This design comes from an exercise in tuning for small area, a short achievable clock period and few clock cycles per item on the open sky130 flow, not from production work.
Function was checked by simulation only, so behaviour that the tests miss may differ from the original.

## job 5869
==> flow/design.v (excerpt) <==
module aes_dec_top (
    input  logic        clk,
    input  logic        rst_n,
    input  logic        avs_read_i,
    input  logic        avs_write_i,
    input  logic [3:0]  avs_address_i,
    input  logic [31:0] avs_writedata_i,
    output logic [31:0] avs_readdata_o,
    output logic        avs_waitrequest_o
);
    logic         expand_start;
    logic         decrypt_start;
    logic         decrypt_busy;
    logic         key_ready;
    logic         last_round;
    logic [127:0] cipher_key;
    logic [127:0] ciphertext;
    logic [127:0] plaintext;
    logic [127:0] whiten_key;
    logic [127:0] round_key;
    aes_dec_regs i_aes_dec_regs (
        .clk               (clk),
        .avs_read_i        (avs_read_i),
        .avs_write_i       (avs_write_i),
        .avs_address_i     (avs_address_i),
        .avs_writedata_i   (avs_writedata_i),
        .decrypt_busy_i    (decrypt_busy),
        .key_ready_i       (key_ready),
        .plaintext_i       (plaintext),
        .avs_readdata_o    (avs_readdata_o),
        .avs_waitrequest_o (avs_waitrequest_o),
        .expand_start_o    (expand_start),
        .decrypt_start_o   (decrypt_start),
        .cipher_key_o      (cipher_key),
        .ciphertext_o      (ciphertext)
    );
    aes_key_expand i_aes_key_expand (
        .clk             (clk),
        .rst_n           (rst_n),
        .expand_start_i  (expand_start),
        .decrypt_start_i (decrypt_start),
        .decrypt_busy_i  (decrypt_busy),
        .cipher_key_i    (cipher_key),
        .key_ready_o     (key_ready),
        .last_round_o    (last_round),
        .whiten_key_o    (whiten_key),
        .round_key_o     (round_key)
    );
    aes_dec_core i_aes_dec_core (
  ...
==> flow/config.mk <==
export PLATFORM = sky130hd
export DESIGN_NAME = aes_dec_top
export DESIGN_NICKNAME = aes_dec_top
export VERILOG_FILES = /design/flow/design.v
export SDC_FILE = /design/flow/constraint.sdc
export NUM_CORES = 8
export LEC_CHECK = 0
export CAP_MARGIN = 0
export CORE_MARGIN = 2
export CORE_UTILIZATION = 30
export SETUP_SLACK_MARGIN = 1.4
export SLEW_MARGIN = 0
export SYNTH_HIERARCHICAL = 1
==> flow/constraint.sdc <==
create_clock -name core_clock -period 9.0 [get_ports {clk}]
set_input_delay 1.8000 -clock core_clock [delete_from_list [all_inputs] [get_ports {clk}]]
set_output_delay 1.8000 -clock core_clock [all_outputs]
set_load 0.01 [all_outputs]
run.sh (not shown) runs the stock make flow with config.mk's settings and CLKGATE_MAP_FILE= SYNTH_SCRIPT=/design/flow/synth_recipe.tcl, a recipe that flattens the netlist after the stock synthesis.
Testbench counts of job 5869, summed over its fixed seeds: cycles 18,925, blocks 895.
### job 5869 -> job 3771
- SLEW_MARGIN changed from 0 to 20
- CAP_MARGIN changed from 0 to 20
## What came out
- Buffers plus inverters on the worst setup path: job 3771 vs job 5869 up 1
- Number of global-route vias before repair: lower on job 3771
- Job 3771 against job 5869: count of buffers not belonging to the clock network in the layout went up 18.
For job 287, these inputs were changed with respect to job 3771:
- changing SETUP_SLACK_MARGIN from 1.4 to 0.7
[summary]
Compared job 287 vs job 3771, and data arrival time of the worst path is up in job 287.
Diff job 3771 -> job 287: worst reg2reg path depth held; total placed instance area held.
Side by side, aggregate routed wire length turned out lower in job 287 than in job 3771.
Changes observed in job 287 relative to job 3771: synthesized-area fraction occupied by xor and xnor cells did not really move, final area went down.
Final setup slack of the worst path: job 287 vs job 3771 down 590 ps
Relative to job 287, the following input files were edited for job 9406:
- swapping 30 for 60 in CORE_UTILIZATION
- clearing SETUP_SLACK_MARGIN, which used to be 0.7
## What came out
Compared with job 287, in job 9406 detailed-routed wire length on met2 fell 5300 um; wire length fell about 5%; slack of the critical path fell 520 ps; wire length of the first global-routing pass fell 4.1%; core utilization of the finished layout rose 30 points.
Critical path depth: job 9406 vs job 287 down 4.0%
### job 9406 -> job 4602
- CORE_UTILIZATION: 60 -> 30
[summary]
Looking at met1 demand-to-capacity share in global routing, job 4602 sits 25 points below job 9406. i_aes_dec_core.state_q[69] as the worst setup path startpoint was reported by job 9406, and i_aes_dec_core.state_q[45] by job 4602. From job 9406 to job 4602, count of input and output buffers did not move at all. | sequential cell area share | job 4602 vs job 9406 | 0.82 points lower |. Highest-delay cell along the critical path: sky130_fd_sc_hd__edfxtp_1 -> job 4602, sky130_fd_sc_hd__xor2_1 -> job 9406. NOTE: number of buffers inserted during clock tree synthesis in job 4602 falls short of that of job 9406. Endpoint of the most critical setup path = i_aes_dec_core.state_q[15]: job 9406; endpoint of the most critical setup path = i_aes_dec_core.state_q[71]: job 4602.

what the ideal ports hide:
The results above use ideal ports. As a check the final layouts listed here were re-extracted and re-timed, cells and wires unchanged.
Step 1, drivers: a clkbuf_16 drives clk and a buf_2 each remaining input, both assumed.
Step 2 moves the port delays by t, midway between the first and last clock arrival at a register: inputs arrive t later, outputs are due t later. That takes back most of the time a late clock gives input paths.
Three values: ideal, step 1, step 2; two values: the first two.
run	t (ns)	setup WS [ns]	worst setup path after step 2	worst data-port slew with drivers (ns)
job 5869	0.722	1.722 / 1.722 / 1.722	register to register	0.09
job 3771	0.726	1.680 / 1.680 / 1.680	register to register	0.10
job 287	0.722	1.088 / 1.088 / 1.088	register to register	0.10
job 9406	0.694	0.566 / 0.566 / 0.566	register to register	0.04
job 4602	0.720	0.706 / 0.706 / 0.706	register to register	0.10
After both steps every run listed still meets setup and hold.
